Context: an optimization exercise on an open-source flow, tuned for small area. The choices shown serve that exercise and are no tape-out recipe. Where RTL was checked, it was by simulation tests only, not by an equivalence proof against the original. Only the layout flow was run in runs 1, 3 and 5; the RTL was not checked for function there. Power and IR drop assume default switching activity.

<file path="design/flow/constraint.sdc">
create_clock -name core_clock -period 10.5 [get_ports {clk}]
set_input_delay 2.1000 -clock core_clock [delete_from_list [all_inputs] [get_ports {clk}]]
set_output_delay 2.1000 -clock core_clock [all_outputs]
set_load 0.01 [all_outputs]
</file>
<file path="design/flow/flow/run.sh">
#!/bin/bash
# Own layout flow:
#  1. the standard synthesis, unchanged (bash standard.sh synth)
#  2. the combinational cells of that netlist are mapped again by ABC with an
#     area script (flow/s.abc); every register keeps its instance name and cell
#  3. the standard layout from that netlist, with port buffers of the
#     smallest buffer and a clock tree without dummy loads
set -euo pipefail
W=$PWD
R=$W/orfs/results/sky130hd/mips_core/base
LIB=$FLOW_HOME/platforms/sky130hd/lib/sky130_fd_sc_hd__tt_025C_1v80.lib
YOSYS=$FLOW_HOME/../tools/install/yosys/bin/yosys
[ -x "$YOSYS" ] || YOSYS=yosys

bash standard.sh synth > 1_standard_synth.log 2>&1

DU=$(sed -n '/DONT_USE_CELLS/,/^$/p' $FLOW_HOME/platforms/sky130hd/config.mk | grep -o 'sky130_fd_sc_hd__[a-z0-9_]*' | sed 's/^/-dont_use /' | tr '\n' ' ')
{
  echo "read_liberty -ignore_miss_func $LIB"
  echo "read_verilog $R/1_2_yosys.v"
  echo "hierarchy -top $FLOW_TOP"
  for c in $(grep -o 'sky130_fd_sc_hd__[a-z0-9_]*' $R/1_2_yosys.v | sort -u | grep -E '__(df|dl|edf|sdf|sedf)'); do echo "blackbox $c"; done
  echo "flatten"
  echo "opt_clean"
  echo "abc -liberty $LIB $DU -script $W/flow/s.abc"
  echo "opt_clean"
  echo "stat -liberty $LIB"
  echo "write_verilog -noattr $W/resyn.v"
} > resyn.ys
$YOSYS -l 2_resyn.log -q resyn.ys > /dev/null 2>&1
# the registers must be the same as the standard synthesis's
a=$(grep -oE 'sky130_fd_sc_hd__(df|dl|edf|sdf|sedf)[a-z0-9_]* +[^ ]+' $R/1_2_yosys.v | sort | md5sum)
b=$(grep -oE 'sky130_fd_sc_hd__(df|dl|edf|sdf|sedf)[a-z0-9_]* +[^ ]+' resyn.v | sort | md5sum)
[ "$a" = "$b" ] || { echo "register mismatch after resynthesis" >&2; exit 1; }

# lay out the resynthesized netlist: drop the standard synthesis results so make rebuilds them from it
mkdir -p $W/std_synth && cp $R/1_2_yosys.v $W/std_synth/
rm -f $R/1_*
export SYNTH_NETLIST_FILES=$W/resyn.v
export BUFFER_PORTS_ARGS="-buffer_cell sky130_fd_sc_hd__buf_1"
export CTS_ARGS="-sink_clustering_enable -repair_clock_nets -dont_use_dummy_load -buf_list sky130_fd_sc_hd__clkbuf_16 -sink_clustering_size 30 -sink_clustering_max_diameter 70"
bash standard.sh finish > 3_standard_layout.log 2>&1
</file>
<file path="design/flow/flow/s.abc">
strash
&get -n
&fraig -x
&put
scorr
dc2
dc2
strash
&get -n
&dc2
&dch -f
&nf -a -R 1000
&put
</file>
<file path="design/flow/standard.sh">
#!/bin/bash
# synth_recipe.tcl (not shown) runs the flow's synth.tcl, then flattens the netlist and writes it again
# the make line also repeats each setting of config.mk as NAME=value (left out here)
make -C /OpenROAD-flow-scripts/flow DESIGN_CONFIG=/design/flow/config.mk WORK_HOME=/design/flow/orfs CLKGATE_MAP_FILE= SYNTH_SCRIPT=/design/flow/synth_recipe.tcl "${@:-finish}"
</file>
<file path="design/flow/design.v">
`default_nettype none
package mips_pkg;
   localparam logic [5:0] OP_RTYPE = 6'b000000;
   localparam logic [5:0] OP_J     = 6'b000010;
   localparam logic [5:0] OP_BEQ   = 6'b000100;
   localparam logic [5:0] OP_BNE   = 6'b000101;
   localparam logic [5:0] OP_ADDI  = 6'b001000;
   localparam logic [5:0] OP_ORI   = 6'b001101;
   localparam logic [5:0] OP_LW    = 6'b100011;
   localparam logic [5:0] OP_SW    = 6'b101011;
   localparam logic [5:0] OP_HALT  = 6'b111111;
   localparam logic [5:0] F_SUB = 6'b100010;
   localparam logic [5:0] F_AND = 6'b100100;
   localparam logic [5:0] F_OR  = 6'b100101;
   localparam logic [5:0] F_XOR = 6'b100110;
   localparam logic [5:0] F_NOR = 6'b100111;
   localparam logic [5:0] F_SLT = 6'b101010;
endpackage
`default_nettype wire
`default_nettype none
module mips_regfile (
   input  logic       clk,
   input  logic       rpar,
   input  logic       we,
   input  logic [4:0] ra,
   input  logic [4:0] wa,
   input  logic [7:0] wd,
   output logic [7:0] rd
);
   logic [31:0][31:0] regs;
   logic [31:1]       rsel, wsel;
   logic [7:0]        wdx, rdx;
   assign regs[0] = '0;
   assign wdx     = wd ^ {8{rpar}};
   genvar i;
   generate
      for (i = 1; i < 32; i++) begin : g_reg
         assign rsel[i] = (ra == i);
         assign wsel[i] = we && (wa == i);
         always_ff @(posedge clk)
            regs[i] <= {~(wsel[i] ? wdx : regs[i][7:0]), regs[i][31:8]};
      end
   endgenerate
   always_comb
   begin
      rdx = '0;
      for (int k = 1; k < 32; k++)
         rdx = rdx | ({8{rsel[k]}} & regs[k][7:0]);
   end
   assign rd = (ra == 5'd0) ? 8'd0 : rdx ^ {8{rpar}};
endmodule
`default_nettype wire
`default_nettype none
module mips_alu (
   input  logic [2:0] fn,      
   input  logic       sub,
   input  logic       cin,
   input  logic [7:0] a,
   input  logic [7:0] b,
   output logic [7:0] y,
   output logic [7:0] sum,
   output logic       cout
);
   assign {cout, sum} = {1'b0, a} + {1'b0, b ^ {8{sub}}} + {8'd0, cin};
   always_comb
   begin
      case (fn)
         3'd1:    y = a & b;
         3'd2:    y = a | b;
         3'd3:    y = a ^ b;
         3'd4:    y = ~(a | b);
         default: y = sum;
      endcase
   end
endmodule
`default_nettype wire
`default_nettype none
import mips_pkg::*;
module mips_core
(
   input  logic                    clk,
   input  logic                    reset,
   input  logic [32-1:0]  mem_data,
   output logic                    mem_read,
   output logic                    mem_write,
   output logic [32-1:0]  adr,
   output logic [32-1:0]  write_data,
   output logic                    halted
);
   localparam logic [2:0] S_A    = 3'd0;   
   localparam logic [2:0] S_B    = 3'd1;   
   localparam logic [2:0] S_LW   = 3'd2;   
   localparam logic [2:0] S_WT   = 3'd3;   
   localparam logic [2:0] S_SW   = 3'd4;   
   localparam logic [2:0] S_HALT = 3'd5;
   logic [2:0]  st;
   logic [1:0]  ph;
   logic [5:0]  pc;
   logic [5:0]  ea;
   logic [4:0]  rl;      
   logic        pend;    
   logic        cq;
   logic        rpar;    
   logic        eqq;
   logic        ltq;
   logic [31:0] t;
   logic [23:0] asr;
   logic [5:0]  op;
   logic [4:0]  rs, rt, rd;
   logic [5:0]  funct;
   logic [15:0] imm;
   assign op    = mem_data[31:26];
   assign rs    = mem_data[25:21];
   assign rt    = mem_data[20:16];
   assign rd    = mem_data[15:11];
   assign funct = mem_data[5:0];
   assign imm   = mem_data[15:0];
   logic is_r, is_addi, is_ori, is_lw, is_sw, is_beq, is_bne, is_j, is_halt, is_slt;
   assign is_r    = (op == OP_RTYPE);
   assign is_addi = (op == OP_ADDI);
   assign is_ori  = (op == OP_ORI);
   assign is_lw   = (op == OP_LW);
   assign is_sw   = (op == OP_SW);
   assign is_beq  = (op == OP_BEQ);
   assign is_bne  = (op == OP_BNE);
   assign is_j    = (op == OP_J);
   assign is_halt = (op == OP_HALT);
   assign is_slt  = is_r && (funct == F_SLT);
   logic two_rot;
   assign two_rot = is_r || is_addi || is_ori || is_beq || is_bne || is_sw;
   logic       we;
   logic [4:0] ra, wa;
   logic [7:0] wd;
   logic [7:0] rdat, p;
   logic       fwd;
   assign ra = (st == S_A) ? rs : (st == S_SW) ? rl : rt;
   mips_regfile rf (
      .clk  (clk),
      .rpar (rpar),
      .we  (we),
      .ra  (ra),
      .wa  (wa),
      .wd  (wd),
      .rd  (rdat)
   );
   assign fwd = pend && (st == S_A) && (ph == 2'd0) && (ra == rl);
   assign p   = fwd ? {7'd0, ltq} : rdat;
   logic [7:0] immc;
   logic [7:0] a, b;
   logic [2:0] fn;
   logic       sub;
   logic       cin;
   logic [7:0] y, sum;
   logic       cout;
   always_comb
   begin
      case (ph)
         2'd0:    immc = imm[7:0];
         2'd1:    immc = imm[15:8];
         default: immc = 8'd0;
      endcase
   end
   assign a   = {t[7:6], (st == S_A) ? p[5:0] : t[5:0]};
   assign b   = (st == S_SW) ? 8'd0 : (is_r || is_beq || is_bne) ? p : immc;
   assign sub = (st == S_B) && ((is_r && (funct == F_SUB || funct == F_SLT)) || is_beq || is_bne);
   assign cin = (ph == 2'd0) ? sub : cq;
   always_comb
   begin
      fn = 3'd0;
      if (st == S_B)
      begin
         if (is_ori)
            fn = 3'd2;
         else if (is_r)
            case (funct)
               F_AND:   fn = 3'd1;
               F_OR:    fn = 3'd2;
               F_XOR:   fn = 3'd3;
               F_NOR:   fn = 3'd4;
               default: fn = 3'd0;
            endcase
      end
   end
   mips_alu alu (
      .fn   (fn),
      .sub  (sub),
      .cin  (cin),
      .a    (a),
      .b    (b),
      .y    (y),
      .sum  (sum),
      .cout (cout)
   );
   logic eq_all, taken, lt;
   assign eq_all = eqq && (t[7:0] == p);
   assign taken  = (is_beq && eq_all) || (is_bne && !eq_all);
   assign lt     = (t[7] ^ p[7]) ? t[7] : sum[7];
   always_comb
   begin
      we = 1'b0;
      wa = rl;
      wd = {7'd0, ltq};
      case (st)
         S_A: we = pend && (ph == 2'd0);
         S_B:
         begin
            we = is_r || is_addi || is_ori;
            wa = is_r ? rd : rt;
            wd = is_slt ? 8'd0 : y;
         end
         S_LW:
         begin
            we = 1'b1;
            case (ph)
               2'd0:    wd = mem_data[7:0];
               2'd1:    wd = mem_data[15:8];
               2'd2:    wd = mem_data[23:16];
               default: wd = mem_data[31:24];
            endcase
         end
         default: ;
      endcase
   end
   always_ff @(posedge clk)
   begin
      if (reset)
      begin
         st   <= S_A;
         ph   <= 2'd0;
         pc   <= 6'd0;
         pend <= 1'b0;
         rpar <= 1'b0;
      end
      else
      begin
         ph <= ph + 2'd1;
         if (ph == 2'd3)
            rpar <= !rpar;
         case (st)
            S_A:
            begin
               if (ph == 2'd0)
                  pend <= 1'b0;
               if (is_halt)
                  st <= S_HALT;
               else if (is_lw)
                  st <= S_LW;
               else if (ph == 2'd3)
               begin
                  if (two_rot)
                     st <= S_B;
                  else if (is_j)
                     pc <= mem_data[5:0];
                  else
                     pc <= pc + 6'd1;
               end
            end
            S_B:
            begin
               if (ph == 2'd2 && is_sw)
                  st <= S_SW;
               else if (ph == 2'd3)
               begin
                  st <= S_A;
                  pc <= taken ? imm[5:0] : pc + 6'd1;
                  if (is_slt)
                     pend <= (rd != 5'd0);
               end
            end
            S_LW:
               if (ph == 2'd0)
                  st <= S_WT;
            S_WT, S_SW:
               if (ph == 2'd3)
               begin
                  st <= S_A;
                  pc <= pc + 6'd1;
               end
            default: ;
         endcase
      end
   end
   always_ff @(posedge clk)
   begin
      cq  <= cout;
      eqq <= ((ph == 2'd0) || eqq) && (t[7:0] == p);
      if (ph == 2'd3)
         ltq <= lt;
      if (st == S_A && ph == 2'd0)
      begin
         ea <= y[5:0];
         rl <= rt;
      end
      else if (st == S_B && ph == 2'd3 && is_slt)
         rl <= rd;
      t   <= {p, t[31:8]};
      asr <= {y, asr[23:8]};
   end
   assign mem_write  = (st == S_SW);
   assign mem_read   = (st == S_A) || (st == S_B) || (st == S_LW) || (st == S_WT);
   assign halted     = (st == S_HALT);
   assign write_data = {p, t[31:8]};
   assign adr[31:6]  = {y, asr[23:6]};
   assign adr[5:0]   = (st == S_LW) ? ea : (st == S_SW) ? asr[5:0] : pc;
endmodule
`default_nettype wire
</file>
<file path="design/flow/config.mk">
export PLATFORM = sky130hd
export DESIGN_NAME = mips_core
export DESIGN_NICKNAME = mips_core
export VERILOG_FILES = /design/flow/design.v
export SDC_FILE = /design/flow/constraint.sdc
export NUM_CORES = 4
export LEC_CHECK = 0
export CAP_MARGIN = 20
export CORE_MARGIN = 2
export CORE_UTILIZATION = 60
export SLEW_MARGIN = 20
</file>
==> run summary, run 1 <==
* Unrepaired setup endpoints after global routing: no
* Global placer's final weighted congestion at 0.932
* Post-DP HPWL at 57300 um
* Clock latency on the worst-skew pair at 0.62 ns
* Pre-CTS WS at 0.0746 ns
* Final instance area at 0.0317 mm^2
* Worst Path Required at 8.40 ns
* WHS at 0.269 ns
* Worst Setup Start Kind: input pin
* Vias per inst at 5.81
* Final min period at 10.08 ns
* Clock Sinks at 1075
* Worst VDD drop at 189 uV
* Crit path DAT at 7.98 ns
* Worst Hold Class: flop to flop
* Critical path type: input pin to output port
* Routed vias at 18800
* Max_cap viols at 0
* Post-layout worst setup margin at 0.416 ns
* Worst path slowest cell: maj3_1
* GRT Util Overall at 0.330
* Mapped cell area at 0.0284 mm^2
* Core area at 0.0467 mm^2
* Initial DRC Count at 1947
* CTS root buffer: clkbuf_16
* Slew Limit Fails at 0
* Max Freq at 99.2 MHz
* Int Pwr at 6.16 mW
* First-pass GRT wire length at 121000 um
* Final Total Pwr at 8.84 mW
* Drt total wl at 81500 um
* Routed wire length per instance at 25.2 um
* Die area at 0.0492 mm^2
* Cell Area, Placed at 0.0305 mm^2
* Run status: complete, no violations
* Setup-failing EPs final at 0
* Final #Nets at 2658
* Longest Clk Path Bufs at 3
* Syn avg cell area at 12.0 um^2
* Die width at 222 um
* Worst Skew at 0.0973 ns
* Combinational power share at 0.188
* Clock Power Share at 0.216
* Initial antenna violation count at 2
* Setup TNS Final at 0 ns
* CP Max Fanout at 7
* Sequential power share at 0.596
* CP max stage delay at 0.43 ns
* Row cnt at 79
* Synth Net Count at 2414
* Residual DRC at 0
* CTS tree: yes
* Ports at 101
* Worst-Margin Slew at 1.10 ns
* Final Hold Viols at 0
* Net Sw Power at 2.68 mW
* CP Capture Type: output port
* Port buffer count at 100
* First-pass iteration count of the detailed router at 19
* Synthesis-to-layout area growth at 11.5%
* Number of global-route vias before repair at 18700
* Chip height at 222 um
* Static Leak at 12.0 nW
* Pwr dens at 279 mW/mm^2
* Max_slew headroom at 0.261
* Num CTS Buffers at 45
* Sw frac at 0.303
* Post-Syn Instances at 2380
* Antenna-violating nets left at 0
* Layout cells sized above 1 at 0.0664
* Worst-path clk slew at 0.10 ns
* Tcrit/Tclk final at 0.960
* H-tree Lvls at 2
* GRT overflow at 0
* Synth Warn # at 0
* Largest net degree at the start of global routing at 32
* Starting density of the core at 0.610
-- critical path: cells and delay by family --
kind | cells | cell delay, ns
AND/OR/NAND/NOR | 9 | 1.92
AO/OA/AOI/OAI | 10 | 1.81
adder cells (fa/ha/maj) | 2 | 0.84
XOR/XNOR | 4 | 0.72
buffers and inverters | 4 | 0.59
-- per-stage QoR --
stage          utilization  std cells
2_1_floorplan            -       2380
3_3_place_gp         0.654       3183
3_5_place_dp         0.654       3183
4_1_cts              0.678       3228
5_1_grt              0.680       3231
6_report             0.680       3232
-- area by class of cell --
class | instances | area, um^2
multi-input combinational | 1286 | 6960
clock buffer | 45 | 1130
antenna | 3 | 7.51
sequential | 1075 | 21600
inverter | 19 | 71.3
tap | 607 | 759
fill | 3421 | 14900
timing repair buffer | 197 | 1140
-- cells in the final DEF, fill, tap and decap left out, types with 15 or more instances in the layout --
cell type / n
a22oi_1: 59
buf_4: 94
xnor2_1: 17
nand3_1: 32
a221oi_1: 23
a22o_1: 15
nand2_1: 314
nor3_1: 18
dfxtp_1: 1062
nand2b_1: 15
clkinv_1: 19
a21oi_1: 127
nor2_1: 209
clkbuf_16: 45
buf_1: 100
o21ai_0: 242
nand4_1: 17
xor2_1: 17
-- power by group through the flow --
stage	registers, mW	logic (mW)	clock network (mW)
after detailed placement	5.34	1.60	0
after CTS	5.27	1.61	1.92
final	5.27	1.66	1.91
after global placement	5.31	1.59	0
after floorplan	5.19	0.767	0
after global routing	5.33	1.76	2.05
-- flip-flops by register name, indices dropped and copies added (netlist names) --
register / cells
st: 3
rl: 5
rpar: 1
t: 32
pend: 1
ph: 2
cq: 1
ltq: 1
pc: 6
eqq: 1
rf.regs: 992
asr: 24
ea: 6
-- per-layer routing --
| metal | wire length [um] | vias up | track usage |
|---|---|---|---|
| met3 | 5770 | 158 | 0.0473 |
| met5 | 0 | - | 0 |
| li1 | - | 8638 | - |
| met2 | 37400 | 780 | 0.534 |
| met4 | 3060 | 0 | 0.121 |
| met1 | 35200 | 9199 | 0.457 |
-- repair_timing --
item | 4_1_cts | 5_1_grt
resized for setup | 0 | 19
hold buffers | 0 | 0
setup endpoints to repair | 0 | 3
buffers inserted | 0 | 1
-- final timing paths --
check,from,end,slack [ns],cells after the start
max reg2reg,st[0]$_SDFFE_PP0P_,rf.regs[191]$_DFF_P_,2.18,32
max,mem_data[21],adr[31],0.42,29
min reg2reg,rf.regs[691]$_DFF_P_,rf.regs[683]$_DFF_P_,0.27,0
min,rf.regs[691]$_DFF_P_,rf.regs[683]$_DFF_P_,0.27,0
==> run 2: changes to the inputs <==
--- a/design/flow/design.v
+++ b/design/flow/design.v
@@ -301,5 +301,6 @@
    assign halted     = (st == S_HALT);
    assign write_data = {p, t[31:8]};
-   assign adr[31:6]  = {y, asr[23:6]};
+   assign adr[31:24] = t[7:0] + {7'd0, cq};
+   assign adr[23:6]  = asr[23:6];
    assign adr[5:0]   = (st == S_LW) ? ea : (st == S_SW) ? asr[5:0] : pc;
 endmodule
==> design/flow/flow/run.sh (replaced) <==
#!/bin/bash
# Own layout flow:
#  1. the standard synthesis, unchanged (bash standard.sh synth)
#  2. the combinational cells of that netlist are mapped again by ABC with a
#     few area scripts (flow/abc_*.script); the smallest result is kept. Every
#     register keeps its instance name and cell type.
#  3. the standard layout from that netlist, with port buffers of the
#     smallest buffer and a clock tree without dummy loads
set -euo pipefail
W=$PWD
R=$W/orfs/results/sky130hd/mips_core/base
LIB=$FLOW_HOME/platforms/sky130hd/lib/sky130_fd_sc_hd__tt_025C_1v80.lib
YOSYS=$FLOW_HOME/../tools/install/yosys/bin/yosys
[ -x "$YOSYS" ] || YOSYS=yosys

bash standard.sh synth > 1_standard_synth.log 2>&1
mkdir -p $W/std_synth && cp $R/1_2_yosys.v $W/std_synth/

DU=$(sed -n '/DONT_USE_CELLS/,/^$/p' $FLOW_HOME/platforms/sky130hd/config.mk | grep -o 'sky130_fd_sc_hd__[a-z0-9_]*' | sed 's/^/-dont_use /' | tr '\n' ' ')
regs() { grep -oE 'sky130_fd_sc_hd__(df|dl|edf|sdf|sedf)[a-z0-9_]* +[^ ]+' "$1" | sort | md5sum; }
ref=$(regs $W/std_synth/1_2_yosys.v)
best=$W/std_synth/1_2_yosys.v
besta=$(grep -A2 "Chip area" $W/orfs/reports/sky130hd/mips_core/base/synth_stat.txt | grep -oE '[0-9]+\.[0-9]+' | head -1)
echo "standard synthesis: $besta" > 2_resyn_summary.log
for s in $W/flow/abc_*.script; do
  k=$(basename $s .script)
  {
    echo "read_liberty -ignore_miss_func $LIB"
    echo "read_verilog $W/std_synth/1_2_yosys.v"
    echo "hierarchy -top $FLOW_TOP"
    for c in $(grep -o 'sky130_fd_sc_hd__[a-z0-9_]*' $W/std_synth/1_2_yosys.v | sort -u | grep -E '__(df|dl|edf|sdf|sedf)'); do echo "blackbox $c"; done
    echo "flatten"
    echo "opt_clean"
    echo "abc -liberty $LIB $DU -script $s"
    echo "opt_clean"
    echo "stat -liberty $LIB"
    echo "write_verilog -noattr $W/resyn_$k.v"
  } > resyn_$k.ys
  $YOSYS -l 2_resyn_$k.log -q resyn_$k.ys > /dev/null 2>&1 &
done
wait
for s in $W/flow/abc_*.script; do
  k=$(basename $s .script)
  [ -f resyn_$k.v ] || continue
  a=$(grep "Chip area" 2_resyn_$k.log | tail -1 | awk '{print $NF}')
  ok=no; [ "$(regs resyn_$k.v)" = "$ref" ] && ok=yes
  echo "$k: $a registers-match: $ok" >> 2_resyn_summary.log
  if [ $ok = yes ] && [ -n "$a" ] && awk -v a=$a -v b=$besta 'BEGIN{exit !(a<b)}'; then best=$W/resyn_$k.v; besta=$a; fi
done
echo "using $best ($besta)" >> 2_resyn_summary.log
cp $best $W/resyn.v

# lay out the chosen netlist: drop the standard synthesis results so make rebuilds them from it
rm -f $R/1_*
export SYNTH_NETLIST_FILES=$W/resyn.v
export BUFFER_PORTS_ARGS="-buffer_cell sky130_fd_sc_hd__buf_1"
export CTS_ARGS="-sink_clustering_enable -repair_clock_nets -dont_use_dummy_load -buf_list sky130_fd_sc_hd__clkbuf_16 -sink_clustering_size 30 -sink_clustering_max_diameter 70"
bash standard.sh finish > 3_standard_layout.log 2>&1
==> design/flow/flow/abc_b.script (new file) <==
strash
dch -f
amap
topo
==> design/flow/flow/abc_i.script (new file) <==
strash
&get -n
&fraig -x
&put
scorr
dc2
dc2
strash
&get -n
&dc2
&dch -f
&nf -a -R 1000
&put
==> design/flow/flow/abc_q.script (new file) <==
strash
&get -n
&fraig -x
&put
scorr
dc2
strash
&get -n
&dch -f
&nf -R 1000
&put
--- a/design/flow/config.mk
+++ b/design/flow/config.mk
@@ -8,4 +8,4 @@
 export CAP_MARGIN = 20
 export CORE_MARGIN = 2
-export CORE_UTILIZATION = 60
+export CORE_UTILIZATION = 70
 export SLEW_MARGIN = 20
removed: design/flow/flow/s.abc
==> run 2 against run 1 <==
  * Sequential power rose by 7.0%
  * Sequential share of layout area rose by 1.4 points
  * Non-clock buffer count fell by 38
  * Combinational power rose by 36%
  * Die area fell by 14%
  * Global-route usage rose by 16 points
  * Wire length rose by 28%
  * Largest power group unchanged
  * Area after synthesis fell by 0.53%
  * Core utilization rose by 10 points
  * Synthesized cell count fell by 4.2%
  * Design area fell by 2.0%
==> run summary, run 2 <==
* Run status: complete, no violations
* Crit path DAT at 10.34 ns (+2.36 ns)
* First-pass GRT wire length at 147000 um (+22%)
* CP max stage delay at 0.73 ns (+0.30 ns)
* Synth Net Count at 2314 (-4.1%)
* Setup-failing EPs final at 0 (unchanged)
* Postcts setup bufs at 0 (unchanged)
* Initial antenna violation count at 17 (+15)
* Worst path slowest cell: nor2_2
* Synth Warn # at 0 (unchanged)
* Layout cells sized above 1 at 0.0483 (-0.0180)
* CTS tree: yes
* Final min period at 9.90 ns (-0.181 ns)
* Routed wire length per instance at 34.6 um (+37%)
* Worst Setup Start Kind: input pin
* Residual DRC at 0 (unchanged)
* Static Leak at 11.7 nW (-2.6%)
* Longest Clk Path Bufs at 3 (unchanged)
* Max_slew headroom at 0.131 (-0.130)
* Ports at 101 (unchanged)
* Synthesis-to-layout area growth at 9.88%
* Drt total wl at 105000 um (+28%)
* Regs by FF count: rf.regs x992, t x32, asr x24
* Initial DRC Count at 3993 (+110%)
* Number of global-route vias before repair at 21200 (+13%)
* Die width at 205 um (-7.5%)
* Row cnt at 73 (-7.6%)
* Core area at 0.0398 mm^2 (-15%)
* Most used cell, CP: nand2_1
* Vias per inst at 7.25 (+25%)
* Worst-Margin Slew at 1.29 ns (+0.189 ns)
* Starting density of the core at 0.710 (+0.101)
* Max Freq at 101 MHz (+1.8%)
* Final instance area at 0.0311 mm^2 (-2.0%)
* Clock Sinks at 1075 (unchanged)
* Most frequent cells in the layout: dfxtp_1 (1063), o22ai_1 (307), nor2_1 (191), clkinv_1 (161), buf_1 (100)
* Global placer's final weighted congestion at 1.14 (+23%)
* Num CTS Buffers at 44 (-2.2%)
* GRT overflow at 0 (unchanged)
* Port buffer count at 100 (unchanged)
* Setup TNS Final at 0 ns (unchanged)
* CP Capture Type: flop
* Die area at 0.0420 mm^2 (-14%)
* Antenna-violating nets left at 0 (unchanged)
* Unrepaired setup endpoints after global routing: no
* Leading cell type in the layout, fill and taps excluded: dfxtp_1
* Worst Path Required at 10.93 ns (+2.53 ns)
* Final Total Pwr at 9.86 mW (+11%)
* Chip height at 205 um (-7.5%)
* Worst VDD drop at 237 uV (+26%)
* CTS root buffer: clkbuf_16
* Tcrit/Tclk final at 0.943 (-0.0173)
* Cell Area, Placed at 0.0299 mm^2 (-1.9%)
* Clock latency on the worst-skew pair at 0.63 ns (about the same)
* Max FFs per register at 992 (unchanged)
* First-pass iteration count of the detailed router at 13 (-6)
* Worst Skew at 0.0555 ns (-0.0418 ns)
* Post-Syn Instances at 2280 (-4.2%)
* GRT Util Overall at 0.494 (+0.164)
* Mapped cell area at 0.0283 mm^2 (-0.53%)
* Final Hold Viols at 0 (unchanged)
* Critical path type: input pin to flop
* Final #Nets at 2519 (-5.2%)
* Largest register by flop count: rf.regs
* CP Max Fanout at 27 (+20)
* Post-DP HPWL at 69900 um (+22%)
* Syn avg cell area at 12.4 um^2 (+3.8%)
* Max_cap viols at 0 (unchanged)
* Worst Hold Class: flop to flop
* Routed vias at 21900 (+17%)
* Largest net degree at the start of global routing at 35 (+9.4%)
* Pwr dens at 317 mW/mm^2 (+14%)
* H-tree Lvls at 2 (unchanged)
* Worst-path clk slew at 0.12 ns (+0.02 ns)
* Slew Limit Fails at 0 (unchanged)
-- run 2: area by class of cell --
class / count / area, um^2
Multi-Input combinational cell: 1043 / 6180
Clock buffer: 44 / 1100
Inverter: 162 / 612
Sequential cell: 1075 / 21600
Fill cell: 2082 / 8740
Antenna cell: 10 / 25.0
Tap cell: 525 / 657
Timing Repair Buffer: 159 / 871
-- run 2: worst paths after layout --
check | from | end | slack, ns | depth (start not counted)
worst min-delay path | rf.regs[811]$_DFF_P_ | rf.regs[803]$_DFF_P_ | 0.28 | 0
worst max-delay path | mem_data[23] | rf.regs[127]$_DFF_P_ | 0.60 | 41
worst max register to register | st[1]$_SDFFE_PP0P_ | rf.regs[127]$_DFF_P_ | 0.96 | 43
worst min register to register | rf.regs[811]$_DFF_P_ | rf.regs[803]$_DFF_P_ | 0.28 | 0
-- run 2: routing by layer --
metal	vias up	global-route usage	wire length [um]
li1	8621	-	-
met3	783	0.173	14200
met1	10200	0.582	35100
met2	2284	0.734	44300
met4	8	0.398	10900
met5	-	0.00952	92
-- run 2: critical path: cells and delay by family --
| family | cells | cell delay [ns] |
|---|---|---|
| compound gates | 16 | 3.06 |
| buf+inv | 6 | 1.57 |
| simple gates | 19 | 3.49 |
-- run 2: timing repair --
| item | 4_1_cts | 5_1_grt |
|---|---|---|
| hold buffers | 0 | 0 |
| endpoints found under the setup margin | 0 | 155 |
| gates resized for setup | 0 | 4 |
-- run 2: metrics by stage --
| stage | std cells | worst slack [ns] | util | hold WS [ns] |
|---|---|---|---|---|
| 6_report | 3018 | 0.598 | 0.781 | 0.283 |
| 5_1_grt | 3012 | 0.170 | 0.780 | 0.281 |
| 4_1_cts | 3007 | 0.182 | 0.779 | 0.281 |
| 3_5_place_dp | 2963 | -0.344 | 0.751 | 0.312 |
| 3_3_place_gp | 2962 | -0.0205 | 0.751 | 0.310 |
| 2_1_floorplan | 2280 | 0.110 | - | 0.310 |
-- run 2: where the power goes --
group,total (mW),internal [mW],switching [mW]
clock,1.96,0.758,1.20
combinational,2.26,0.569,1.69
sequential,5.64,5.02,0.617
==> run 3: changes to the inputs <==
--- a/design/flow/design.v
+++ b/design/flow/design.v
@@ -21,5 +21,4 @@
 module mips_regfile (
    input  logic       clk,
-   input  logic       rpar,
    input  logic       we,
    input  logic [4:0] ra,
@@ -29,24 +28,13 @@
 );
    logic [31:0][31:0] regs;
-   logic [31:1]       rsel, wsel;
-   logic [7:0]        wdx, rdx;
    assign regs[0] = '0;
-   assign wdx     = wd ^ {8{rpar}};
    genvar i;
    generate
       for (i = 1; i < 32; i++) begin : g_reg
-         assign rsel[i] = (ra == i);
-         assign wsel[i] = we && (wa == i);
          always_ff @(posedge clk)
-            regs[i] <= {~(wsel[i] ? wdx : regs[i][7:0]), regs[i][31:8]};
+            regs[i] <= {(we && wa == i) ? wd : regs[i][7:0], regs[i][31:8]};
       end
    endgenerate
-   always_comb
-   begin
-      rdx = '0;
-      for (int k = 1; k < 32; k++)
-         rdx = rdx | ({8{rsel[k]}} & regs[k][7:0]);
-   end
-   assign rd = (ra == 5'd0) ? 8'd0 : rdx ^ {8{rpar}};
+   assign rd = regs[ra][7:0];
 endmodule
 `default_nettype wire
@@ -101,5 +89,4 @@
    logic        pend;    
    logic        cq;
-   logic        rpar;    
    logic        eqq;
    logic        ltq;
@@ -136,6 +123,5 @@
    assign ra = (st == S_A) ? rs : (st == S_SW) ? rl : rt;
    mips_regfile rf (
-      .clk  (clk),
-      .rpar (rpar),
+      .clk (clk),
       .we  (we),
       .ra  (ra),
@@ -230,11 +216,8 @@
          pc   <= 6'd0;
          pend <= 1'b0;
-         rpar <= 1'b0;
       end
       else
       begin
          ph <= ph + 2'd1;
-         if (ph == 2'd3)
-            rpar <= !rpar;
          case (st)
             S_A:
==> run 3 against run 2 <==
  * Register-to-register slack better by 0.17 ns
  * Synthesized cell count increased by 3.5%
  * Critical path depth decreased by 16
  * Count of clock-buffer cells in the layout stayed put
  * Die area decreased by 0.11%
==> run summary, run 3 <==
* Post-layout worst setup margin at 1.13 ns (+0.531 ns)
* Ports at 101 (unchanged)
* Register area at 0.0216 mm^2 (about the same)
* Run status: complete, no violations
* Postcts setup bufs at 0 (unchanged)
* GRT overflow at 0 (unchanged)
* Post-DP HPWL at 50000 um (-28%)
* FF-to-FF path depth at 25 (-42%)
* Max Freq at 107 MHz (+5.7%)
* Unrepaired setup endpoints after global routing: no
* Syn avg cell area at 12.0 um^2 (-3.5%)
* Largest register by flop count: rf.regs
* Post_cts resized at 0 (unchanged)
* Final min period at 9.37 ns (-0.531 ns)
* Most frequent cells in the layout: dfxtp_1 (1062), nor2_1 (285), a21oi_1 (260), nand2_1 (212), o21ai_0 (158)
* GRT Util Overall at 0.358 (-0.137)
* Setup-failing EPs final at 0 (unchanged)
* Worst Setup Start Kind: flop
* Final Hold Viols at 0 (unchanged)
* Core Util, Final at 0.777 (-0.00374)
* R2R Path Start: st[1]$_SDFFE_PP0P_
* Critical path type: flop to flop
* WHS at 0.253 ns (-0.0295 ns)
* Die width at 205 um (about the same)
* Setup TNS Final at 0 ns (unchanged)
* Initial DRC Count at 2657 (-33%)
* Worst Hold Class: flop to flop
* Chip height at 205 um (about the same)
* Max_cap viols at 0 (unchanged)
* Global placer's final weighted congestion at 1.02 (-11%)
* Number of global-route vias before repair at 18500 (-12%)
* Drt total wl at 75600 um (-28%)
* ANT cells at 0 (-10)
* Hold EP: rf.regs[913]$_DFF_P_
* Final #Nets at 2591 (+2.9%)
* Initial antenna violation count at 0 (-17)
* CTS root buffer: clkbuf_16
* Core area at 0.0398 mm^2 (unchanged)
* Final instance area at 0.0309 mm^2 (-0.48%)
* Clock Sinks at 1074 (-0.093%)
* Worst path slowest cell: a21oi_4
* R2r endpoint: rf.regs[159]$_DFF_P_
* Row cnt at 73 (unchanged)
* Worst Path Required at 10.96 ns (+0.03 ns)
* Multi-input gate area at 0.00672 mm^2 (+8.7%)
* Residual DRC at 0 (unchanged)
* Layout cells sized above 1 at 0.0450 (-0.00332)
* Die area at 0.0420 mm^2 (-0.11%)
* Max_slew headroom at 0.220 (+0.0884)
* Routed vias at 18800 (-14%)
* Antenna-violating nets left at 0 (unchanged)
* Starting density of the core at 0.710 (-0.000817)
* Cts hold-fix bufs at 0 (unchanged)
* Pwr dens at 230 mW/mm^2 (-27%)
* Hold path depth at 0 (unchanged)
* Static Leak at 11.9 nW (+1.5%)
* Cell Area, Placed at 0.0298 mm^2 (-0.37%)
* Routed wire length per instance at 24.5 um (-29%)
* Post-Syn Instances at 2360 (+3.5%)
* H-tree Lvls at 2 (unchanged)
* Regs by FF count: rf.regs x992, t x32, asr x24
* Mapped cell area at 0.0283 mm^2 (-0.11%)
* Synthesis-to-layout area growth at 9.48%
* Num CTS Buffers at 44 (unchanged)
* Pre-CTS WS at 1.14 ns (+1.49 ns)
* Longest Clk Path Bufs at 3 (unchanged)
* Crit path DAT at 9.83 ns (-0.51 ns)
* Max FFs per register at 992 (unchanged)
* CTS tree: yes
* First-pass iteration count of the detailed router at 7 (-6)
* Worst-path clk slew at 0.10 ns (-0.02 ns)
* Worst Skew at 0.0919 ns (+0.0364 ns)
* CP max stage delay at 0.82 ns (+0.09 ns)
* Synth Net Count at 2394 (+3.5%)
* Vias per inst at 6.12 (-16%)
* Largest net degree at the start of global routing at 32 (-8.6%)
* HP Start: rf.regs[921]$_DFF_P_
* Worst-Margin Slew at 1.16 ns (-0.135 ns)
* Worst R2R Setup Slack at 1.13 ns (+0.17 ns)
* Leading cell type in the layout, fill and taps excluded: dfxtp_1
* Clock latency on the worst-skew pair at 0.65 ns (+0.02 ns)
* Slew Limit Fails at 0 (unchanged)
* Synth Warn # at 0 (unchanged)
* Worst VDD drop at 204 uV (-14%)
* Port buffer count at 100 (unchanged)
* # fillers at 2424 (+16%)
* Tcrit/Tclk final at 0.893 (-0.0505)
* CP Max Fanout at 31 (+15%)
* First-pass GRT wire length at 112000 um (-24%)
* CP Capture Type: flop
## run 3: per-stage QoR
step,std cells,power [mW]
floorplan,2360,4.94
global placement,3034,5.24
detailed placement,3035,5.26
CTS,3079,7.09
global route,3080,7.31
finish,3080,7.12
## run 3: worst max-delay path by stage
stage / endpoint / startpoint
5_1_grt: rf.regs[191]$_DFF_P_ / st[1]$_SDFFE_PP0P_
2_1_floorplan: rf.regs[127]$_DFF_P_ / mem_data[17]
3_3_place_gp: rf.regs[798]$_DFF_P_ / mem_data[23]
6_report: rf.regs[159]$_DFF_P_ / st[1]$_SDFFE_PP0P_
3_5_place_dp: rf.regs[318]$_DFF_P_ / mem_data[23]
4_1_cts: rf.regs[638]$_DFF_P_ / st[1]$_SDFFE_PP0P_
## run 3: per-layer routing
| metal | share of wire | routed length, um | vias up | track usage |
|---|---|---|---|---|
| li1 | - | - | 8461 | - |
| met1 | 0.38 | 29000 | 8907 | 0.459 |
| met2 | 0.45 | 34200 | 1134 | 0.571 |
| met3 | 0.097 | 7340 | 330 | 0.0730 |
| met4 | 0.066 | 4970 | 4 | 0.195 |
| met5 | 0.0014 | 103 | - | 0.0119 |
## run 3: worst max-delay path, delay by kind of cell (launching register included)
| family | cells | cell delay [ns] |
|---|---|---|
| adder cells (fa/ha/maj) | 3 | 1.21 |
| buffers and inverters | 2 | 0.68 |
| AND/OR/NAND/NOR | 5 | 1.84 |
| flip-flops | 1 | 0.62 |
| XOR/XNOR | 2 | 0.45 |
| AO/OA/AOI/OAI | 13 | 4.39 |
## run 3: cell type report
type	instances	area share
clock buffer	44	0.0356
inverter	13	0.00158
multi-input combinational	1273	0.217
sequential	1074	0.699
tap	525	0.0212
timing repair buffer	151	0.0256
## run 3: where the power goes
group	total, mW	internal (mW)	switching, mW	leakage [nW]
Combinational	0.665	0.210	0.455	2.59
Sequential	4.54	4.39	0.150	8.72
Clock	1.91	0.756	1.16	0.542
Total	7.12	5.36	1.76	11.9
==> run 4: changes to the inputs <==
--- a/design/flow/design.v
+++ b/design/flow/design.v
@@ -284,6 +284,5 @@
    assign halted     = (st == S_HALT);
    assign write_data = {p, t[31:8]};
-   assign adr[31:24] = t[7:0] + {7'd0, cq};
-   assign adr[23:6]  = asr[23:6];
+   assign adr[31:6]  = {y, asr[23:6]};
    assign adr[5:0]   = (st == S_LW) ? ea : (st == S_SW) ? asr[5:0] : pc;
 endmodule
--- a/design/flow/flow/run.sh
+++ b/design/flow/flow/run.sh
@@ -55,4 +55,4 @@
 export SYNTH_NETLIST_FILES=$W/resyn.v
 export BUFFER_PORTS_ARGS="-buffer_cell sky130_fd_sc_hd__buf_1"
-export CTS_ARGS="-sink_clustering_enable -repair_clock_nets -dont_use_dummy_load -buf_list sky130_fd_sc_hd__clkbuf_16 -sink_clustering_size 30 -sink_clustering_max_diameter 70"
+export CTS_ARGS="-sink_clustering_enable -repair_clock_nets -dont_use_dummy_load -buf_list sky130_fd_sc_hd__clkbuf_16 -sink_clustering_size 34 -sink_clustering_max_diameter 60"
 bash standard.sh finish > 3_standard_layout.log 2>&1
--- a/design/flow/config.mk
+++ b/design/flow/config.mk
@@ -6,6 +6,6 @@
 export NUM_CORES = 4
 export LEC_CHECK = 0
-export CAP_MARGIN = 20
+export CAP_MARGIN = 10
 export CORE_MARGIN = 2
-export CORE_UTILIZATION = 70
-export SLEW_MARGIN = 20
+export CORE_UTILIZATION = 65
+export SLEW_MARGIN = 10
==> run 4 against run 3 <==
  * Wire length decreased by 5.5%
  * Clock power hardly changed
  * Synthesized cell count is 2.5% lower
  * Worst setup slack worse by 0.56 ns
  * Clock skew is 0.014 ns higher
  * Count of clock-buffer cells in the layout unchanged
  * Still clean
  * Largest power group unchanged
  * Area after synthesis down 1.2%
  * Core utilization shrank 5.0 points
  * Die area up 6.2%
  * Highest routed layer is now met4
==> run summary, run 4 <==
* Max_cap viols at 0 (unchanged)
* Residual DRC at 0 (unchanged)
* HP Start: rf.regs[782]$_DFF_P_
* Core area at 0.0421 mm^2 (+5.8%)
* Final instance area at 0.0306 mm^2 (-0.99%)
* Mapped cell area at 0.0279 mm^2 (-1.2%)
* Worst-Margin Slew at 1.24 ns (+0.0805 ns)
* Initial antenna violation count at 1 (+1)
* Int Pwr at 5.40 mW (+0.73%)
* Worst Path Required at 8.40 ns (-2.56 ns)
* Critical path type: input pin to output port
* Clock Power Share at 0.264 (-0.005)
* Synth Net Count at 2336 (-2.4%)
* Setup-failing EPs final at 0 (unchanged)
* Number of global-route vias before repair at 17500 (-5.6%)
* Pwr dens at 234 mW/mm^2 (+1.7%)
* Drt total wl at 71400 um (-5.5%)
* # fillers at 2835 (+17%)
* R2R Path Start: st[1]$_SDFFE_PP0P_
* Row cnt at 75 (+2.7%)
* Die area at 0.0446 mm^2 (+6.2%)
* Sequential power share at 0.634 (-0.004)
* GR peak layer: met2
* GR Util met1 at 0.430 (-0.0288)
* Slew Limit Fails at 0 (unchanged)
* First-pass iteration count of the detailed router at 6 (-1)
* Final min period at 9.93 ns (+0.555 ns)
* Routed wire length per instance at 23.4 um (-4.5%)
* Leading cell type in the layout, fill and taps excluded: dfxtp_1
* Crit path DAT at 7.83 ns (-2.00 ns)
* Longest Clk Path Bufs at 3 (unchanged)
* Worst Setup Start Kind: input pin
* Port buffer count at 100 (unchanged)
* First-pass GRT wire length at 107000 um (-4.5%)
* Run status: complete, no violations
* Syn avg cell area at 12.1 um^2 (+1.3%)
* Cts hold-fix bufs at 0 (unchanged)
* Vias per inst at 5.88 (-3.8%)
* Hold path depth at 0 (unchanged)
* FF-to-FF path depth at 31 (+24%)
* Global placer's final weighted congestion at 0.973 (-4.6%)
* Antenna-violating nets left at 0 (unchanged)
* Worst Skew at 0.106 ns (+0.0138 ns)
* Die width at 211 um (+3.1%)
* Layout cells sized above 1 at 0.0467 (+0.00166)
* Sw frac at 0.247 (about the same)
* Worst R2R Setup Slack at 2.16 ns (+1.03 ns)
* GRT overflow at 0 (unchanged)
* Clock Sinks at 1074 (unchanged)
* Combinational power share at 0.102 (+0.009)
* Tcrit/Tclk final at 0.945 (+0.0529)
* Max Freq at 101 MHz (-5.6%)
* M2 GR Usage at 0.514 (-0.0571)
* Routed vias at 17900 (-4.9%)
* Static Leak at 11.8 nW (-0.79%)
* Num CTS Buffers at 44 (unchanged)
* CTS tree: yes
* Max_slew headroom at 0.172 (-0.0473)
* Final Hold Viols at 0 (unchanged)
* WHS at 0.274 ns (+0.0210 ns)
* Cell Area, Placed at 0.0295 mm^2 (-0.92%)
* Clock latency on the worst-skew pair at 0.63 ns (-0.02 ns)
* Largest net degree at the start of global routing at 35 (+9.4%)
* Worst Hold Class: flop to flop
* CP Capture Type: output port
* Starting density of the core at 0.662 (-0.0472)
* CP Max Fanout at 15 (-52%)
* Post-Syn Instances at 2302 (-2.5%)
* Net Sw Power at 1.77 mW (+0.71%)
* Largest register by flop count: rf.regs
* Max FFs per register at 992 (unchanged)
* Initial DRC Count at 2044 (-23%)
* Worst VDD drop at 209 uV (+2.2%)
* Ports at 101 (unchanged)
* Chip height at 211 um (+3.1%)
* Routing usage on met3 at 0.0523 (-0.0207)
* Synthesis-to-layout area growth at 9.75%
* Final #Nets at 2543 (-1.9%)
* CTS root buffer: clkbuf_16
* Synth Warn # at 0 (unchanged)
* R2r endpoint: rf.regs[255]$_DFF_P_
* Post-DP HPWL at 48700 um (-2.7%)
* H-tree Lvls at 2 (unchanged)
* Most frequent cells in the layout: dfxtp_1 (1062), nor2_1 (276), nand2_1 (218), a21oi_1 (212), o21ai_0 (157)
* GRT Util Overall at 0.320 (-0.0376)
* Hold EP: rf.regs[774]$_DFF_P_
* Regs by FF count: rf.regs x992, t x32, asr x24
* ANT cells at 0 (unchanged)
* Unrepaired setup endpoints after global routing: no
* Worst-path clk slew at 0.11 ns (about the same)
* Setup TNS Final at 0 ns (unchanged)
## run 4: what timing repair did
item	4_1_cts	5_1_grt
endpoints found under the setup margin	0	1
gates resized for setup	0	1
setup buffers	0	0
## run 4: power by group through the flow
stage          clock network, mW  logic [mW]  registers (mW)
5_1_grt                     2.05       0.788            4.57
4_1_cts                     1.92       0.722            4.55
2_1_floorplan                  0       0.368            4.61
3_3_place_gp                   0       0.708            4.62
6_report                    1.89       0.732            4.55
3_5_place_dp                   0       0.717            4.64
## run 4: routing by layer
layer	vias to the layer above	routed length [um]
met2	805	32700
met5	-	0
met1	8609	30500
met4	0	3410
li1	8295	-
met3	210	4890
## run 4: how the worst max path moves through the flow
stage	start	endpoint	slack (ns)	cells after the start
4_1_cts	mem_data[23]	adr[31]	0.44	25
3_5_place_dp	mem_data[23]	adr[31]	0.48	25
2_1_floorplan	mem_data[17]	adr[31]	1.30	21
6_report	mem_data[23]	adr[31]	0.57	25
5_1_grt	mem_data[23]	adr[31]	0.06	25
3_3_place_gp	mem_data[23]	adr[31]	0.53	25
## run 4: layout make-up
| type | instances | area [um^2] | area share |
|---|---|---|---|
| flip-flops and latches | 1074 | 21600 | 0.706 |
| multi-input cells | 1212 | 6340 | 0.207 |
| inverters | 16 | 60.1 | 0.00196 |
| well taps | 539 | 674 | 0.0220 |
| repair buffers | 161 | 833 | 0.0272 |
| clock buffers | 44 | 1100 | 0.0359 |
## run 4: critical path, stage by stage
cell      delay (ns)
buf_1           0.14
a22oi_1         0.25
and2_1          0.63
nand2_1         0.18
nor4_1          0.31
nor4_1          0.12
o211ai_1        0.34
o21ai_0         0.30
a21oi_1         0.21
a21boi_0        0.30
nand2_1         0.09
o21ai_0         0.15
a21boi_0        0.20
maj3_1          0.42
maj3_1          0.38
nor2_1          0.20
o21a_1          0.19
o21ai_0         0.12
o21a_1          0.15
o21ai_0         0.07
a21boi_0        0.31
xnor2_1         0.13
o221ai_1        0.20
buf_4           0.16
buf_1           0.15
## run 4: through the flow
| step | util | cells | total power, mW | setup slack [ns] |
|---|---|---|---|---|
| 6_report | 0.727 | 3046 | 7.17 | 0.573 |
| 5_1_grt | 0.727 | 3046 | 7.41 | 0.0647 |
| 4_1_cts | 0.727 | 3046 | 7.19 | 0.438 |
| 3_5_place_dp | 0.701 | 3002 | 5.35 | 0.483 |
| 3_3_place_gp | 0.701 | 3002 | 5.33 | 0.534 |
| 2_1_floorplan | - | 2302 | 4.98 | 1.30 |
==> run 5: changes to the inputs <==
--- a/design/flow/design.v
+++ b/design/flow/design.v
@@ -21,4 +21,5 @@
 module mips_regfile (
    input  logic       clk,
+   input  logic       rpar,
    input  logic       we,
    input  logic [4:0] ra,
@@ -28,13 +29,24 @@
 );
    logic [31:0][31:0] regs;
+   logic [31:1]       rsel, wsel;
+   logic [7:0]        wdx, rdx;
    assign regs[0] = '0;
+   assign wdx     = wd ^ {8{rpar}};
    genvar i;
    generate
       for (i = 1; i < 32; i++) begin : g_reg
+         assign rsel[i] = (ra == i);
+         assign wsel[i] = we && (wa == i);
          always_ff @(posedge clk)
-            regs[i] <= {(we && wa == i) ? wd : regs[i][7:0], regs[i][31:8]};
+            regs[i] <= {~(wsel[i] ? wdx : regs[i][7:0]), regs[i][31:8]};
       end
    endgenerate
-   assign rd = regs[ra][7:0];
+   always_comb
+   begin
+      rdx = '0;
+      for (int k = 1; k < 32; k++)
+         rdx = rdx | ({8{rsel[k]}} & regs[k][7:0]);
+   end
+   assign rd = (ra == 5'd0) ? 8'd0 : rdx ^ {8{rpar}};
 endmodule
 `default_nettype wire
@@ -89,4 +101,5 @@
    logic        pend;    
    logic        cq;
+   logic        rpar;    
    logic        eqq;
    logic        ltq;
@@ -123,5 +136,6 @@
    assign ra = (st == S_A) ? rs : (st == S_SW) ? rl : rt;
    mips_regfile rf (
-      .clk (clk),
+      .clk  (clk),
+      .rpar (rpar),
       .we  (we),
       .ra  (ra),
@@ -216,8 +230,11 @@
          pc   <= 6'd0;
          pend <= 1'b0;
+         rpar <= 1'b0;
       end
       else
       begin
          ph <= ph + 2'd1;
+         if (ph == 2'd3)
+            rpar <= !rpar;
          case (st)
             S_A:
--- a/design/flow/flow/run.sh
+++ b/design/flow/flow/run.sh
@@ -2,7 +2,11 @@
 # Own layout flow:
 #  1. the standard synthesis, unchanged (bash standard.sh synth)
-#  2. the combinational cells of that netlist are mapped again by ABC with a
-#     few area scripts (flow/abc_*.script); the smallest result is kept. Every
-#     register keeps its instance name and cell type.
+#  2. candidate netlists with the same registers (instance names and cell
+#     types) as the standard synthesis:
+#     - the standard netlist's combinational cells mapped again by ABC
+#     - Yosys's own synth of design.v (-nofsm -noshare, flattened, registers
+#       named after the wires they drive as the standard synthesis does)
+#     each with a few area scripts (flow/abc_*.script); the smallest
+#     candidate whose registers match the standard synthesis's is kept
 #  3. the standard layout from that netlist, with port buffers of the
 #     smallest buffer and a clock tree without dummy loads
@@ -24,4 +28,26 @@
 echo "standard synthesis: $besta" > 2_resyn_summary.log
 for s in $W/flow/abc_*.script; do
+  k=own_$(basename $s .script)
+  {
+    echo "read_verilog -sv $FLOW_DESIGN"
+    echo "hierarchy -check -top $FLOW_TOP"
+    echo "synth -top $FLOW_TOP -flatten -nofsm -noshare"
+    echo "rename -hide w:*\$func\$*"
+    echo "rename -wire"
+    echo "dfflibmap -liberty $LIB $DU"
+    echo "opt"
+    echo "setundef -zero"
+    echo "abc -liberty $LIB $DU -script $s"
+    echo "splitnets"
+    echo "opt_clean -purge"
+    echo "hilomap -singleton -hicell sky130_fd_sc_hd__conb_1 HI -locell sky130_fd_sc_hd__conb_1 LO"
+    echo "insbuf -buf sky130_fd_sc_hd__buf_4 A X"
+    echo "opt_clean -purge"
+    echo "stat -liberty $LIB"
+    echo "write_verilog -noattr -nohex -nodec $W/resyn_$k.v"
+  } > resyn_$k.ys
+  $YOSYS -l 2_resyn_$k.log -q resyn_$k.ys > /dev/null 2>&1 &
+done
+for s in $W/flow/abc_*.script; do
   k=$(basename $s .script)
   {
@@ -40,7 +66,6 @@
 done
 wait
-for s in $W/flow/abc_*.script; do
-  k=$(basename $s .script)
-  [ -f resyn_$k.v ] || continue
+for f in resyn_*.v; do
+  k=${f#resyn_}; k=${k%.v}
   a=$(grep "Chip area" 2_resyn_$k.log | tail -1 | awk '{print $NF}')
   ok=no; [ "$(regs resyn_$k.v)" = "$ref" ] && ok=yes
@@ -55,4 +80,4 @@
 export SYNTH_NETLIST_FILES=$W/resyn.v
 export BUFFER_PORTS_ARGS="-buffer_cell sky130_fd_sc_hd__buf_1"
-export CTS_ARGS="-sink_clustering_enable -repair_clock_nets -dont_use_dummy_load -buf_list sky130_fd_sc_hd__clkbuf_16 -sink_clustering_size 34 -sink_clustering_max_diameter 60"
+export CTS_ARGS="-sink_clustering_enable -repair_clock_nets -dont_use_dummy_load -buf_list sky130_fd_sc_hd__clkbuf_16 -sink_clustering_size 30 -sink_clustering_max_diameter 70"
 bash standard.sh finish > 3_standard_layout.log 2>&1
--- a/design/flow/config.mk
+++ b/design/flow/config.mk
@@ -6,6 +6,6 @@
 export NUM_CORES = 4
 export LEC_CHECK = 0
-export CAP_MARGIN = 10
+export CAP_MARGIN = 20
 export CORE_MARGIN = 2
-export CORE_UTILIZATION = 65
-export SLEW_MARGIN = 10
+export CORE_UTILIZATION = 70
+export SLEW_MARGIN = 20
==> run 5 against run 4 <==
  * Now fails the layout checks on setup timing
  * Largest cell class unchanged
  * Design area increased by 5.9%
  * First-iteration DRC count increased by 2.0%
  * Final cell count increased by 1.1%
  * Highest routed layer unchanged
  * Count of clock-buffer cells in the layout unchanged
  * Clock power about the same
  * Global-route usage increased by 3.9 points
  * Sequential share of layout area decreased by 3.9 points
  * Area after synthesis decreased by 0.38%
==> run summary, run 5 <==
* Clock latency on the worst-skew pair at 0.63 ns (about the same)
* CTS tree: yes
* GRT overflow at 0 (unchanged)
* Combinational power share at 0.284 (+0.182)
* Port buffer count at 100 (unchanged)
* Register area at 0.0216 mm^2 (about the same)
* Setup-failing EPs final at 11 (+11)
* Die width at 203 um (-3.7%)
* Pwr dens at 366 mW/mm^2 (+56%)
* Worst Path Required at 8.40 ns (about the same)
* Initial antenna violation count at 1 (unchanged)
* Drt total wl at 76300 um (+6.9%)
* Max Freq at 83.5 MHz (-17%)
* Run status: finished with violations
* Starting density of the core at 0.705 (+0.0422)
* Chip height at 203 um (-3.7%)
* Post-Syn Instances at 2184 (-5.1%)
* Synth Warn # at 0 (unchanged)
* First-pass GRT wire length at 113000 um (+5.5%)
* Ports at 101 (unchanged)
* Most used cell, CP: nand2_1
* Num CTS Buffers at 44 (unchanged)
* Mapped cell area at 0.0278 mm^2 (-0.38%)
* GR peak layer: met2
* Synth Net Count at 2218 (-5.1%)
* First-pass iteration count of the detailed router at 6 (unchanged)
* Placed cells at 3008 (+0.20%)
* Final #Nets at 2591 (+1.9%)
* Antenna-violating nets left at 0 (unchanged)
* Routing usage on met3 at 0.0531 (+0.000718)
* Final min period at 11.97 ns (+2.05 ns)
* Net Sw Power at 3.86 mW (+120%)
* H-tree Lvls at 2 (unchanged)
* Max_cap viols at 0 (unchanged)
* Post-layout worst setup margin at -1.47 ns (-2.05 ns)
* Worst Skew at 0.0776 ns (-0.0282 ns)
* Final instance area at 0.0324 mm^2 (+5.9%)
* Sequential power share at 0.555 (-0.079)
* Core area at 0.0395 mm^2 (-6.4%)
* Syn avg cell area at 12.7 um^2 (+5.0%)
* Crit path DAT at 9.87 ns (+2.04 ns)
* Worst VDD drop at 313 uV (+50%)
* Global placer's final weighted congestion at 0.921 (-5.3%)
* Cts hold-fix bufs at 0 (unchanged)
* Final Hold Viols at 0 (unchanged)
* Vias per inst at 6.22 (+5.7%)
* Routed vias at 19200 (+6.9%)
* Tcrit/Tclk final at 1.14 (+0.195)
* Int Pwr at 8.01 mW (+48%)
* Routed wire length per instance at 24.8 um (+5.6%)
* Post-DP HPWL at 49700 um (+2.0%)
* Worst path slowest cell: a222oi_1
* SO Faults: setup timing
* Static Leak at 12.7 nW (+8.2%)
* Max_slew headroom at 0.288 (+0.115)
* CTS root buffer: clkbuf_16
* Worst Hold Class: flop to flop
* Regs by FF count: rf.regs x992, t x32, asr x24
* Worst-path clk slew at 0.11 ns (about the same)
* Final Total Pwr at 11.9 mW (+66%)
* Clock Sinks at 1075 (+0.093%)
* Residual DRC at 0 (unchanged)
* Critical path type: input pin to output port
* CP Capture Type: output port
* Sw frac at 0.325 (+0.0781)
* Row cnt at 73 (-2.7%)
* GR Util met1 at 0.474 (+0.0438)
* Die area at 0.0413 mm^2 (-7.4%)
* # fillers at 2014 (-29%)
* Number of global-route vias before repair at 18900 (+8.3%)
* Cell Area, Placed at 0.0307 mm^2 (+4.1%)
* Layout cells sized above 1 at 0.148 (+0.101)
* Clock Power Share at 0.161 (-0.103)
* CP Max Fanout at 5 (-10)
* Unrepaired setup endpoints after global routing: yes
* Slew Limit Fails at 0 (unchanged)
* Worst Setup Start Kind: input pin
* Max FFs per register at 992 (unchanged)
* Largest register by flop count: rf.regs
* M2 GR Usage at 0.588 (+0.0743)
* Most frequent cells in the layout: dfxtp_1 (1063), o22ai_1 (243), buf_4 (204), nor2_1 (151), clkinv_1 (140)
* Initial DRC Count at 2085 (+2.0%)
* Leading cell type in the layout, fill and taps excluded: dfxtp_1
* GRT Util Overall at 0.360 (+0.0395)
* Largest net degree at the start of global routing at 32 (-8.6%)
* Multi-input gate area at 0.00610 mm^2 (-3.8%)
* Synthesis-to-layout area growth at 16.7%
* Worst-Margin Slew at 1.06 ns (-0.174 ns)
* Longest Clk Path Bufs at 3 (unchanged)
* Fin cells at 3081 (+1.1%)
* CP max stage delay at 0.58 ns (-0.05 ns)
==> run 5: what timing repair did <==
| action | CTS | global route |
|---|---|---|
| setup endpoints to repair | 53 | 264 |
| gates resized for setup | 45 | 65 |
| setup buffers | 16 | 11 |
| pin swaps | 24 | 33 |
| gates cloned | 0 | 2 |
==> run 5: path summary, 6_finish.rpt <==
check | start | to | slack, ns | cells after the start
worst min register to register | rf.regs[337]$_DFF_P_ | rf.regs[329]$_DFF_P_ | 0.32 | 0
worst min-delay path | rf.regs[337]$_DFF_P_ | rf.regs[329]$_DFF_P_ | 0.32 | 0
worst max-delay path | mem_data[21] | adr[31] | -1.47 | 42
worst max register to register | st[0]$_SDFFE_PP0P_ | rf.regs[447]$_DFF_P_ | 0.84 | 57
==> run 5: worst max-delay path, delay by kind of cell <==
family | cells | cell delay (ns)
buffers and inverters | 8 | 1.21
AO/OA/AOI/OAI | 23 | 5.22
AND/OR/NAND/NOR | 11 | 1.31
==> run 5: area by class of cell <==
type                            count  share of cell area
Tap cell                          525              0.0202
Inverter                          156              0.0185
Timing Repair Buffer              327              0.0723
Antenna cell                        1           0.0000771
Multi-Input combinational cell    953               0.188
Clock buffer                       44              0.0339
Sequential cell                  1075               0.667
==> run 5: stage by stage <==
stage	utilization	TNS (ns)	setup slack, ns	hold WS, ns
final	0.822	-10.83	-1.47	0.318
after global routing	0.822	-24.24	-1.75	0.321
after CTS	0.814	-10.76	-1.44	0.314
after detailed placement	0.779	-111.97	-1.66	0.312
after global placement	0.779	-48.78	-1.42	0.310
after floorplan	-	-55.41	-0.977	0.310
==> run 5: metal layers <==
| metal | part of all wire | wire length (um) | up-vias |
|---|---|---|---|
| li1 | - | - | 8526 |
| met1 | 0.40 | 30400 | 9350 |
| met2 | 0.48 | 36300 | 1034 |
| met3 | 0.075 | 5710 | 242 |
| met4 | 0.051 | 3880 | 0 |
| met5 | 0 | 0 | - |
==> run 5: power by group through the flow <==
stage | Combinational, mW | Sequential [mW] | Clock (mW)
finish | 3.37 | 6.59 | 1.91
detailed placement | 2.97 | 6.55 | 0
global route | 3.57 | 6.68 | 2.04
floorplan | 1.43 | 6.30 | 0
CTS | 3.12 | 6.54 | 1.91
global placement | 2.91 | 6.42 | 0
==> run 6: changes to the inputs <==
--- a/design/flow/design.v
+++ b/design/flow/design.v
@@ -301,5 +301,6 @@
    assign halted     = (st == S_HALT);
    assign write_data = {p, t[31:8]};
-   assign adr[31:6]  = {y, asr[23:6]};
+   assign adr[31:24] = t[7:0] + {7'd0, cq};
+   assign adr[23:6]  = asr[23:6];
    assign adr[5:0]   = (st == S_LW) ? ea : (st == S_SW) ? asr[5:0] : pc;
 endmodule
==> design/flow/flow/abc_b1.script (new file) <==
strash
dc2
dch -f
amap
topo
==> design/flow/flow/abc_d5.script (new file) <==
strash
dc2
balance
dch -f
amap
topo
removed: design/flow/flow/abc_b.script
removed: design/flow/flow/abc_q.script
==> run 6 against run 5 <==
  * The run now finishes clean
  * Count of clock-buffer cells in the layout shrank 1
  * Critical path depth shrank 3
  * Fmax grew 31%
  * Worst hold slack lost 0.013 ns
  * Sequential power shrank 2%
  * Clock skew grew 0.0070 ns
  * Clock power is essentially flat
  * Final cell count shrank 8.4%
  * Global-route usage grew 4.4 points
  * Register-to-register slack gained 0.48 ns
  * Core utilization shrank 4.6 points
  * Sequential share of layout area grew 5.3 points
  * Critical endpoint is now rf.regs[191]$_DFF_P_
==> run summary, run 6 <==
* CTS root buffer: clkbuf_16
* Unrepaired setup endpoints after global routing: no
* Global placer's final weighted congestion at 1.10 (+19%)
* Final min period at 9.18 ns (-2.80 ns)
* Initial DRC Count at 3009 (+44%)
* Worst-path clk slew at 0.10 ns (about the same)
* Chip height at 202 um (-0.53%)
* GRT overflow at 0 (unchanged)
* Num CTS Buffers at 43 (-2.3%)
* Regs by FF count: rf.regs x992, t x32, asr x24
* Critical path type: flop to flop
* Port buffer count at 100 (unchanged)
* Cell family with most CP delay: compound AO/OA/AOI/OAI gates
* Core area at 0.0387 mm^2 (-1.8%)
* Post-Syn Instances at 2113 (-3.3%)
* Fin cells at 2823 (-8.4%)
* Worst path slowest cell: a222oi_1
* Final #Nets at 2340 (-9.7%)
* H-tree Lvls at 2 (unchanged)
* Antenna-violating nets left at 0 (unchanged)
* Mapped cell area at 0.0275 mm^2 (-1.1%)
* Number of global-route vias before repair at 18100 (-4.5%)
* Syn avg cell area at 13.0 um^2 (+2.2%)
* Residual DRC at 0 (unchanged)
* Synth Warn # at 0 (unchanged)
* Routed wire length per instance at 29.6 um (+19%)
* Max FFs per register at 992 (unchanged)
* Ports at 101 (unchanged)
* Worst-Margin Slew at 1.13 ns (+0.0668 ns)
* Max_slew headroom at 0.244 (-0.0434)
* Max Freq at 109 MHz (+31%)
* First-pass iteration count of the detailed router at 14 (+8)
* Initial antenna violation count at 1 (unchanged)
* Worst Skew at 0.0846 ns (+0.00699 ns)
* Routing usage on met3 at 0.0958 (+0.0427)
* Leading cell type in the layout, fill and taps excluded: dfxtp_1
* Run status: complete, no violations
* GR peak layer: met2
* CTS tree: yes
* Worst Path Required at 10.96 ns (+2.56 ns)
* Crit path DAT at 9.63 ns (-0.24 ns)
* Clock latency on the worst-skew pair at 0.63 ns (about the same)
* Drt total wl at 83500 um (+9.4%)
* Post-DP HPWL at 55600 um (+12%)
* Setup-failing EPs final at 0 (-11)
* Die area at 0.0409 mm^2 (-1.1%)
* Routed vias at 19000 (-1.0%)
* Slew Limit Fails at 0 (unchanged)
* Pwr dens at 351 mW/mm^2 (-4.1%)
* Final Hold Viols at 0 (unchanged)
* Starting density of the core at 0.710 (+0.00533)
* Max_cap viols at 0 (unchanged)
* GR Util met1 at 0.530 (+0.0564)
* CP Capture Type: flop
* Most frequent cells in the layout: dfxtp_1 (1063), o22ai_1 (278), nor2_1 (165), clkinv_1 (128), buf_1 (100)
* Largest register by flop count: rf.regs
* Post_cts resized at 0 (-100%)
* Placed cells at 2779 (-7.6%)
* Worst Hold Class: flop to flop
* Layout cells sized above 1 at 0.0434 (-0.105)
* Synthesis-to-layout area growth at 9.30%
* Tcrit/Tclk final at 0.874 (-0.267)
* GRT Util Overall at 0.403 (+0.0439)
* Largest net degree at the start of global routing at 32 (unchanged)
* Vias per inst at 6.72 (+8.0%)
* Synth Net Count at 2147 (-3.2%)
* Static Leak at 11.3 nW (-11%)
* Die width at 202 um (-0.53%)
* Postcts setup bufs at 0 (-16)
* CP max stage delay at 0.67 ns (+0.09 ns)
* Worst Setup Start Kind: flop
* Setup TNS Final at 0 ns (+10.83 ns)
* Row cnt at 72 (-1.4%)
* Clock Sinks at 1075 (unchanged)
* First-pass GRT wire length at 121000 um (+7.2%)
* Worst VDD drop at 280 uV (-11%)
* M2 GR Usage at 0.625 (+0.0372)
* Longest Clk Path Bufs at 3 (unchanged)
* CP Max Fanout at 31 (+26)
* Cts hold-fix bufs at 0 (unchanged)
* WP buf/inv at 6 (-2)
==> run 6: worst paths after layout <==
path / start / end / slack, ns / depth (start not counted)
worst max-delay path: st[1]$_SDFFE_PP0P_ / rf.regs[191]$_DFF_P_ / 1.32 / 39
worst min-delay path: asr[20]$_DFF_P_ / asr[12]$_DFF_P_ / 0.30 / 0
worst max register to register: st[1]$_SDFFE_PP0P_ / rf.regs[191]$_DFF_P_ / 1.32 / 39
worst min register to register: asr[20]$_DFF_P_ / asr[12]$_DFF_P_ / 0.30 / 0
==> run 6: worst register-to-register path, delay by kind of cell (launching register included) <==
kind	cells	cell delay [ns]
AOI/OAI and AO/OA	17	3.82
and+or+nand+nor	16	2.79
buffers and inverters	6	1.92
DFF	1	0.49
==> run 6: per-layer routing <==
layer / up-vias / wire length [um]
li1: 8049 / -
met1: 9015 / 30900
met2: 1519 / 37100
met3: 374 / 10100
met4: 2 / 5340
met5: - / 10
==> run 6: layout make-up <==
| class | instances | area (um^2) |
|---|---|---|
| Sequential cell | 1075 | 21600 |
| Fill cell | 2170 | 8680 |
| Multi-Input combinational cell | 910 | 5480 |
| Clock buffer | 43 | 1080 |
| Timing Repair Buffer | 148 | 736 |
| Tap cell | 518 | 648 |
| Inverter | 128 | 480 |
| Antenna cell | 1 | 2.50 |
==> run 6: metrics by stage <==
| step | worst slack, ns | utilization | hold WS, ns | power [mW] | cell area, um^2 |
|---|---|---|---|---|---|
| 3_3_place_gp | 1.20 | 0.748 | 0.309 | 8.32 | 29000 |
| 5_1_grt | 0.779 | 0.776 | 0.309 | 10.8 | 30100 |
| 4_1_cts | 1.68 | 0.776 | 0.309 | 10.4 | 30100 |
| 2_1_floorplan | 1.35 | - | 0.310 | 7.14 | 27500 |
| 6_report | 1.32 | 0.776 | 0.304 | 10.5 | 30100 |
| 3_5_place_dp | 1.13 | 0.748 | 0.312 | 8.48 | 29000 |
==> run 6: where the power goes <==
group          internal [mW]  total, mW  leakage (nW)  switching [mW]
Sequential              5.61       6.47          9.01           0.858
Combinational          0.605       2.18          1.76            1.57
Clock                  0.741       1.90         0.530            1.16
Total                   6.96       10.5          11.3            3.59

==> separate check: timing with driven ports <==
No port has a modelled driver above. Below, the same layouts with a new extraction and two added sets of constraints.
Step 1 sets driving cells, clkbuf_16 on the clock port and buf_2 on the other inputs (assumed; they add their load-dependent delay and slew).
Step 2 times the ports against the registers' clock, not the clock port: input delays grow and output delays shrink by t, the midpoint of the rising clock arrivals with the driver on.
Three values: ideal, step 1, step 2; two values: the first two.
| run | t, ns | slack for setup (ns) | pins driven straight from the clock port |
|---|---|---|---|
| run 1 | 0.639 | 0.416 / 0.367 / 0.367 | 1 |
| run 2 | 0.668 | 0.598 / 0.638 / -0.030 | 1 |
| run 3 | 0.656 | 1.128 / 1.128 / 0.746 | 1 |
| run 4 | 0.634 | 0.573 / 0.544 / 0.544 | 1 |
| run 5 | 0.647 | -1.474 / -1.506 / -1.506 | 1 |
| run 6 | 0.649 | 1.325 / 1.325 / 0.712 | 1 |
Met with ideal ports but missed after step 2: setup timing in run 2. The setup slack of run 2, which loses most, moves by +0.040 ns with the drivers and by -0.628 ns with both steps.
